What follows belongs to an exercise in optimizing a design on an open flow for small area and a short achievable clock period; a production flow would make more cautious choices. In this exercise RTL edits were held to simulation tests only and were not proved equivalent to the original. Power figures rest on the tool's default switching activity, not on a simulated workload.

## flow/design.v

```verilog
package datapath_pkg;
   localparam int DP_WIDTH    = 16;
   localparam int DP_D_ADDR_W = 8;
   localparam int DP_R_ADDR_W = 4;
   typedef enum logic [3:0] {
      A_ZERO = 4'h0,
      ADD    = 4'h1,
      SUB    = 4'h2,
      AND_AB = 4'h3,
      OR_AB  = 4'h4,
      XOR_AB = 4'h5,
      NOT_A  = 4'h6,
      PASS_A = 4'h7,
      PASS_B = 4'h8,
      INC_A  = 4'h9,
      DEC_A  = 4'hA,
      SHL_A  = 4'hB,
      SHR_A  = 4'hC
   } alu_op_t;
   typedef enum logic [1:0] {
      FWD_RF = 2'd0,
      FWD_EX = 2'd1,
      FWD_WB = 2'd2
   } fwd_sel_t;
   typedef struct packed {
      logic                   valid;
      logic [DP_D_ADDR_W-1:0] d_addr;
      logic                   d_wr;
      logic                   rf_s;
      logic                   rf_w_en;
      logic [DP_R_ADDR_W-1:0] rf_w_addr;
      logic [DP_WIDTH-1:0]    a;
      logic [DP_WIDTH-1:0]    b;
      alu_op_t                alu_sel;
   } uop_t;
   function automatic logic [DP_WIDTH-1:0] alu_eval(datapath_pkg::alu_op_t op,
                                                    logic [DP_WIDTH-1:0] a,
                                                    logic [DP_WIDTH-1:0] b);
      logic [DP_WIDTH-1:0] r;
      case (op)
         datapath_pkg::ADD:     r = a + b;
         datapath_pkg::SUB:     r = a - b;
         datapath_pkg::AND_AB:  r = a & b;
         datapath_pkg::OR_AB:   r = a | b;
         datapath_pkg::XOR_AB:  r = a ^ b;
         datapath_pkg::NOT_A:   r = ~a;
         datapath_pkg::PASS_A:  r = a;
         datapath_pkg::PASS_B:  r = b;
         datapath_pkg::INC_A:   r = a + DP_WIDTH'(1);
         datapath_pkg::DEC_A:   r = a - DP_WIDTH'(1);
         datapath_pkg::SHL_A:   r = {a[DP_WIDTH-2:0], 1'b0};
         datapath_pkg::SHR_A:   r = {1'b0, a[DP_WIDTH-1:1]};
         default: r = '0;
      endcase
      alu_eval = r;
   endfunction
endpackage
module dp_hazard_unit #(
   parameter bit FORWARD = 1'b1
) (
   input  logic [datapath_pkg::DP_R_ADDR_W-1:0] rd_a_addr,
   input  logic [datapath_pkg::DP_R_ADDR_W-1:0] rd_b_addr,
   input  datapath_pkg::uop_t                   ex_uop,
   input  datapath_pkg::uop_t                   wb_uop,
   output logic                                 stall,
   output datapath_pkg::fwd_sel_t               fwd_a_sel,
   output datapath_pkg::fwd_sel_t               fwd_b_sel
);
   logic ex_writes, wb_writes;
   logic ex_a_hit, ex_b_hit, wb_a_hit, wb_b_hit;
   logic unused_uop_bits;
   assign unused_uop_bits = ^{ex_uop.d_addr, ex_uop.d_wr, ex_uop.a, ex_uop.b, ex_uop.alu_sel,
                              wb_uop.d_addr, wb_uop.d_wr, wb_uop.rf_s, wb_uop.a, wb_uop.b,
                              wb_uop.alu_sel};
   always_comb begin
      stall     = 1'b0;
      fwd_a_sel = datapath_pkg::FWD_RF;
      fwd_b_sel = datapath_pkg::FWD_RF;
      ex_writes = ex_uop.valid & ex_uop.rf_w_en;
      wb_writes = wb_uop.valid & wb_uop.rf_w_en;
      ex_a_hit  = ex_writes && (ex_uop.rf_w_addr == rd_a_addr);
      ex_b_hit  = ex_writes && (ex_uop.rf_w_addr == rd_b_addr);
      wb_a_hit  = wb_writes && (wb_uop.rf_w_addr == rd_a_addr);
      wb_b_hit  = wb_writes && (wb_uop.rf_w_addr == rd_b_addr);
      if (FORWARD) begin
         stall = !ex_uop.rf_s && (ex_a_hit || ex_b_hit);
         if (ex_a_hit && ex_uop.rf_s) fwd_a_sel = datapath_pkg::FWD_EX;
         else if (wb_a_hit)           fwd_a_sel = datapath_pkg::FWD_WB;
         if (ex_b_hit && ex_uop.rf_s) fwd_b_sel = datapath_pkg::FWD_EX;
         else if (wb_b_hit)           fwd_b_sel = datapath_pkg::FWD_WB;
      end else begin
         stall = ex_a_hit || ex_b_hit || wb_a_hit || wb_b_hit;
      end
   end
endmodule
module pipelined_datapath #(
   parameter int WIDTH    = datapath_pkg::DP_WIDTH,
   parameter int D_ADDR_W = datapath_pkg::DP_D_ADDR_W,
   parameter int R_ADDR_W = datapath_pkg::DP_R_ADDR_W,
   parameter bit FORWARD  = 1'b1
) (
   input  logic                clk,
   input  logic                rst_n,
   input  logic                in_valid,
   output logic                in_ready,
   input  logic [D_ADDR_W-1:0] D_addr,
   input  logic                D_wr,
   input  logic                RF_s,
   input  logic                RF_W_en,
   input  logic [R_ADDR_W-1:0] RF_W_addr,
   input  logic [R_ADDR_W-1:0] RF_A_addr,
   input  logic [R_ADDR_W-1:0] RF_B_addr,
   input  logic [3:0]          ALU_sel,
   output logic [WIDTH-1:0]    ALU_A,
   output logic [WIDTH-1:0]    ALU_B,
   output logic [WIDTH-1:0]    ALU_Out,
   output logic                wb_valid,
   output logic [R_ADDR_W-1:0] wb_addr,
   output logic [WIDTH-1:0]    wb_data
);
   datapath_pkg::uop_t             rd_uop, ex_q, wb_q;
   logic [WIDTH-1:0] wb_alu_q, mem_rd_q;
   logic [WIDTH-1:0] rf  [2**R_ADDR_W];
   logic [WIDTH-1:0] mem [2**D_ADDR_W];
   logic [WIDTH-1:0] rf_a, rf_b, fwd_a, fwd_b, ex_alu;
   datapath_pkg::fwd_sel_t         fwd_a_sel, fwd_b_sel;
   logic             stall, take;
   dp_hazard_unit #(.FORWARD(FORWARD)) u_hazard (
      .rd_a_addr (RF_A_addr),
      .rd_b_addr (RF_B_addr),
      .ex_uop    (ex_q),
      .wb_uop    (wb_q),
      .stall     (stall),
      .fwd_a_sel (fwd_a_sel),
      .fwd_b_sel (fwd_b_sel)
   );
   assign in_ready = !stall;
   assign take     = in_valid && in_ready;
   assign rf_a = rf[RF_A_addr];
   assign rf_b = rf[RF_B_addr];
   always_comb begin
      case (fwd_a_sel)
         datapath_pkg::FWD_EX:  fwd_a = ex_alu;
         datapath_pkg::FWD_WB:  fwd_a = wb_data;
         default: fwd_a = rf_a;
      endcase
      case (fwd_b_sel)
         datapath_pkg::FWD_EX:  fwd_b = ex_alu;
         datapath_pkg::FWD_WB:  fwd_b = wb_data;
         default: fwd_b = rf_b;
      endcase
   end
   always_comb begin
      rd_uop           = '0;
      rd_uop.valid     = 1'b1;
      rd_uop.d_addr    = D_addr;
      rd_uop.d_wr      = D_wr;
      rd_uop.rf_s      = RF_s;
      rd_uop.rf_w_en   = RF_W_en;
      rd_uop.rf_w_addr = RF_W_addr;
      rd_uop.a         = fwd_a;
      rd_uop.b         = fwd_b;
      rd_uop.alu_sel   = datapath_pkg::alu_op_t'(ALU_sel);
   end
   always_ff @(posedge clk or negedge rst_n) begin
      if (!rst_n) begin
         ex_q     <= '0;
         wb_q     <= '0;
         wb_alu_q <= '0;
      end else begin
         ex_q     <= take ? rd_uop : '0;
         wb_q     <= ex_q;
         wb_alu_q <= ex_alu;
      end
   end
   assign ex_alu  = datapath_pkg::alu_eval(ex_q.alu_sel, ex_q.a, ex_q.b);
   assign ALU_A   = ex_q.a;
   assign ALU_B   = ex_q.b;
   assign ALU_Out = ex_alu;
   always_ff @(posedge clk) begin
      if (ex_q.valid && ex_q.d_wr) mem[ex_q.d_addr] <= ex_q.a;
      mem_rd_q <= mem[ex_q.d_addr];
   end
   assign wb_valid = wb_q.valid && wb_q.rf_w_en;
   assign wb_addr  = wb_valid ? wb_q.rf_w_addr : '0;
   assign wb_data  = !wb_valid ? '0 : (wb_q.rf_s ? wb_alu_q : mem_rd_q);
   always_ff @(posedge clk or negedge rst_n) begin
      if (!rst_n) begin
         for (int i = 0; i < 2**R_ADDR_W; i++) rf[i] <= '0;
      end else if (wb_valid) begin
         rf[wb_addr] <= wb_data;
      end
   end
endmodule
```

## flow/run.sh

```bash
#!/bin/bash
# synth_recipe.tcl (not shown) runs the flow's synth.tcl, then flattens the netlist and writes it again
# the make line also repeats each setting of config.mk as NAME=value (left out here)
make -C /OpenROAD-flow-scripts/flow DESIGN_CONFIG=/design/flow/config.mk WORK_HOME=/design/flow/orfs CLKGATE_MAP_FILE= SYNTH_SCRIPT=/design/flow/synth_recipe.tcl finish
```

## flow/constraint.sdc

```tcl
create_clock -name core_clock -period 8.0 [get_ports {clk}]
set_input_delay 1.6000 -clock core_clock [delete_from_list [all_inputs] [get_ports {clk}]]
set_output_delay 1.6000 -clock core_clock [all_outputs]
set_load 0.01 [all_outputs]
```

## flow/config.mk

```make
export PLATFORM = sky130hd
export DESIGN_NAME = pipelined_datapath
export DESIGN_NICKNAME = pipelined_datapath
export VERILOG_FILES = /design/flow/design.v
export SDC_FILE = /design/flow/constraint.sdc
export NUM_CORES = 4
export LEC_CHECK = 0
export CAP_MARGIN = 20
export CORE_MARGIN = 2
export CORE_UTILIZATION = 40
export SLEW_MARGIN = 20
```

==> impl_results.md <==
* TritonCTS Sinks at 4,443
* Largest net degree at the start of global routing at 169
* WP data arrival at 6080 ps
* Die Span Y at 666.2 microns
* Routed length per instance at 35.01 microns
* Crit path kind: reg2out
* CTS tree: done
* Max Fclk at ~130 MHz
* Crit Path Max Fanout at 6
* Clock root cell: clkbuf_16
* Pwr per Cell Area at 240.1 nW/um^2
* GP Congestion at 0.9488
* Synthesized instance count at 8,631
* Core area at 437,200 sq um
* Vias per inst at 6.072
* Clk buf depth at 4
* Max-slew violations at 0
* Fillers at about 36,000
* Req. time, crit path at 6400 ps
* Hold Crit Class: reg2reg
* Worst-Skew Late Latency at about 1100 ps
* Avg Cell Area, Syn at 20.32 sq um
* Htree depth at 5
* CTS Buf Count at between 400 and 500
* Port buffer count at a little under 100
* First-pass GRT wire length at between 700 and 800 mm
* Slew @ Worst Pin at 1333 ps
* Post-synth EDFFs at ~4,100
* DRC viols at 0
* R2r startpoint: ex_q[43]
* Share of post-route cells with drive strength above 1 at 0.2610
* Gr ovfl total at 0
* # hold bufs at CTS at 0
* Routed wire length at 530.7 mm
* Syn Nets at 8,711
* Fin nets at approximately 9,100
* IO Pins at 100
* Site Rows at 243
* RSZ-0062 raised after global routing: no
* Outcome: finished clean
* Period utilization at 0.9594
* Dominant cells by area after synthesis: edfxtp_1 70%, mux4_2 15%, dfrtp_1 4.7%, a22oi_1 1.1%, o21ai_0 0.88%
* Hold path start: ex_q[37]
* Area share of the largest cell type after synthesis at 0.7012
* Mapped cell area at 175,400 sq um
* ANT nets after route at 0
* Area leader, netlist: edfxtp_1
* First-pass DRT Iterations at 9
* Via count at 92,030
* Fin. Hold Viols at 0
* Flop-to-flop setup slack at between 2000 and 3000 ps
* Share of flip-flops with an asynchronous set or reset at 0.07450
* Syn. warnings at 3
* Synth unique cells at 80
* IR drop worst, VDD at about 0.22 mV
* Ys flop type: edfxtp_1
* Clk_skew at 102.5 ps
* 1st-iter DRT viols at 13,170
* Max_cap viols at 0
* Reg clk slew, reported paths at 60 ps
* Critical Path Source Type: register
* Min cycle time layout at 7675 ps
* DPL Wire Length at 327.6 mm
* Initial antenna violation count at 39
* Total global-route track usage at 0.2350
* Kind of end point of the critical path: output port
* Power, Total at 47.86 mW
* Die ar. at 443,800 sq um
* Register area share after synthesis at 0.7503
* Initial Utilization at 0.4012
* Syn-to-layout area delta at 13.64%
* Pleak at ~67 nW
* Seq cells post-synth at 4,443
* Worst slew margin at 0.1044
* Critical path launch point: ex_q[5]
* Vias in the first global route at a little over 90,000
* Setup violators final at 0
* Setup_tns at 0 ps
* Horiz. Die Dim at 666.2 microns
==> final timing paths <==
kind	depth (start not counted)	to
worst max-delay path	18	ALU_Out[15]
worst min-delay path	0	wb_q[37]
worst max register to register	8	mem_rd_q[5]
worst min register to register	0	wb_q[37]
max in group asynchronous	2	ex_q[43]
min in group asynchronous	1	ex_q[31]
==> repair_timing <==
item | CTS | global route
buffers inserted | 0 | 0
gates resized for setup | 1 | 6
setup endpoints to repair | 1 | 3
==> Yosys cell counts (69+ instances only) <==
cell and n:
dfrtp_1 331, edfxtp_1 4096, mux4_2 1158, a22oi_1 256
o21ai_0 307, a21oi_1 102, nand2_1 407, buf_2 80
mux2i_1 139, clkbuf_1 332, nor2_1 367, buf_4 97
a221oi_1 72, a22o_1 69
==> through the flow <==
stage	area, sq um	util	hold WS, ps	setup slack, ps	instances
2_1_floorplan	175400	-	353.5	842.0	8631
3_5_place_dp	185100	0.4233	439.2	1024	14300
6_report	199300	0.4559	451.4	324.7	15160
3_3_place_gp	184900	0.4228	434.3	869.9	14300
4_1_cts	199000	0.4551	454.7	33.87	15100
5_1_grt	199300	0.4558	464.0	3.352	15140
==> area by class of cell <==
type,count,area (sq um),area share
Tap cell,5757,7203,0.03614
Inverter,64,240.2,0.001205
Multi-Input combinational cell,3545,41680,0.2091
Antenna cell,50,125.1,0.0006277
Clock inverter,242,2211,0.01109
Clock buffer,558,11700,0.05872
Sequential cell,4443,131700,0.6606
Timing Repair Buffer,497,4483,0.02249
==> flip-flops by register name (all words and copies together), names as in the netlist <==
register and count:
wb_alu_q 16, ex_q 52, mem 4096, mem_rd_q 16
rf 256, wb_q 7
==> critical path, stage by stage (launching register included) <==
cell	delay, ps
dfrtp_1	450
inv_1	140
ha_1	200
or3b_1	400
or3_1	360
or3_1	380
or3_4	380
nor2_1	120
nor2_1	50
o21ai_0	230
ha_1	340
a21oi_1	270
nand2_1	110
or2_2	300
o2111a_1	260
a211o_1	280
a31oi_2	240
inv_1	100
clkdlybuf4s50_1	490
==> cell usage in the layout (no fill, tap or decap), types with 34 or more instances in the layout <==
master	instances
o21ai_0	307
edfxtp_1	4096
nor3_1	43
nand2_1	385
clkdlybuf4s50_1	95
nor2_1	208
mux2i_1	133
nand3_1	61
a21oi_1	101
ha_1	48
clkinv_2	60
a221oi_1	72
a22o_1	69
o22ai_1	62
diode_2	50
clkbuf_1	99
clkbuf_16	447
clkinv_1	113
inv_1	61
a211oi_1	36
bufinv_16	35
nor2_2	118
buf_4	352
a22oi_1	256
dfrtp_1	309
buf_12	34
nand4_1	54
mux4_2	1158
nor2_4	41
==> cell families after synthesis <==
| kind of cell | count (synthesis) | synth area share |
|---|---|---|
| flip-flops | 4443 | 0.7503 |
| multiplexers | 1320 | 0.1581 |
| AND/OR/NAND/NOR | 1097 | 0.02856 |
| AO/OA/AOI/OAI | 1057 | 0.04071 |
| buffers and inverters | 643 | 0.01768 |
| adder cells (fa/ha/maj) | 50 | 0.003610 |
| XOR/XNOR | 21 | 0.001049 |
==> routing by layer <==
metal	vias to the layer above	track usage	share of wire
li1	36700	-	-
met2	4948	0.3576	0.46
met5	-	0	0.00024
met4	20	0.1175	0.057
met1	49200	0.3133	0.39
met3	1162	0.06285	0.10
==> power breakdown <==
group | internal (mW) | switching (mW) | leakage, nW
logic | 0.803 | 1.46 | 14.0
registers | 25.2 | 0.150 | 46.0
clock network | 11.4 | 8.80 | 6.77
total | 37.4 | 10.4 | 66.8

## static timing again, ports no longer ideal
How much do the figures lean on ideal ports? The routed layout below was timed once more, with nothing changed but the port constraints. Step 1 assumes that a clkbuf_16 drives the clock port and a buf_2 every other input. Step 2, shift: input delay + t, output delay - t, t = (earliest + latest rising clock arrival at the registers) / 2. This alone moves slack from input paths to output paths. Slacks: ideal / step 1 / step 2; pairs: ideal / step 1.
t, ns: 1.121
slack for setup (ns): 0.325 / 0.200 / 1.321
worst register clock-pin slew, ns: 0.08 / 0.08
After both steps this run still meets setup and hold. For this run, drivers alone change the setup slack by -0.125 ns; drivers and shift together by +0.996 ns.
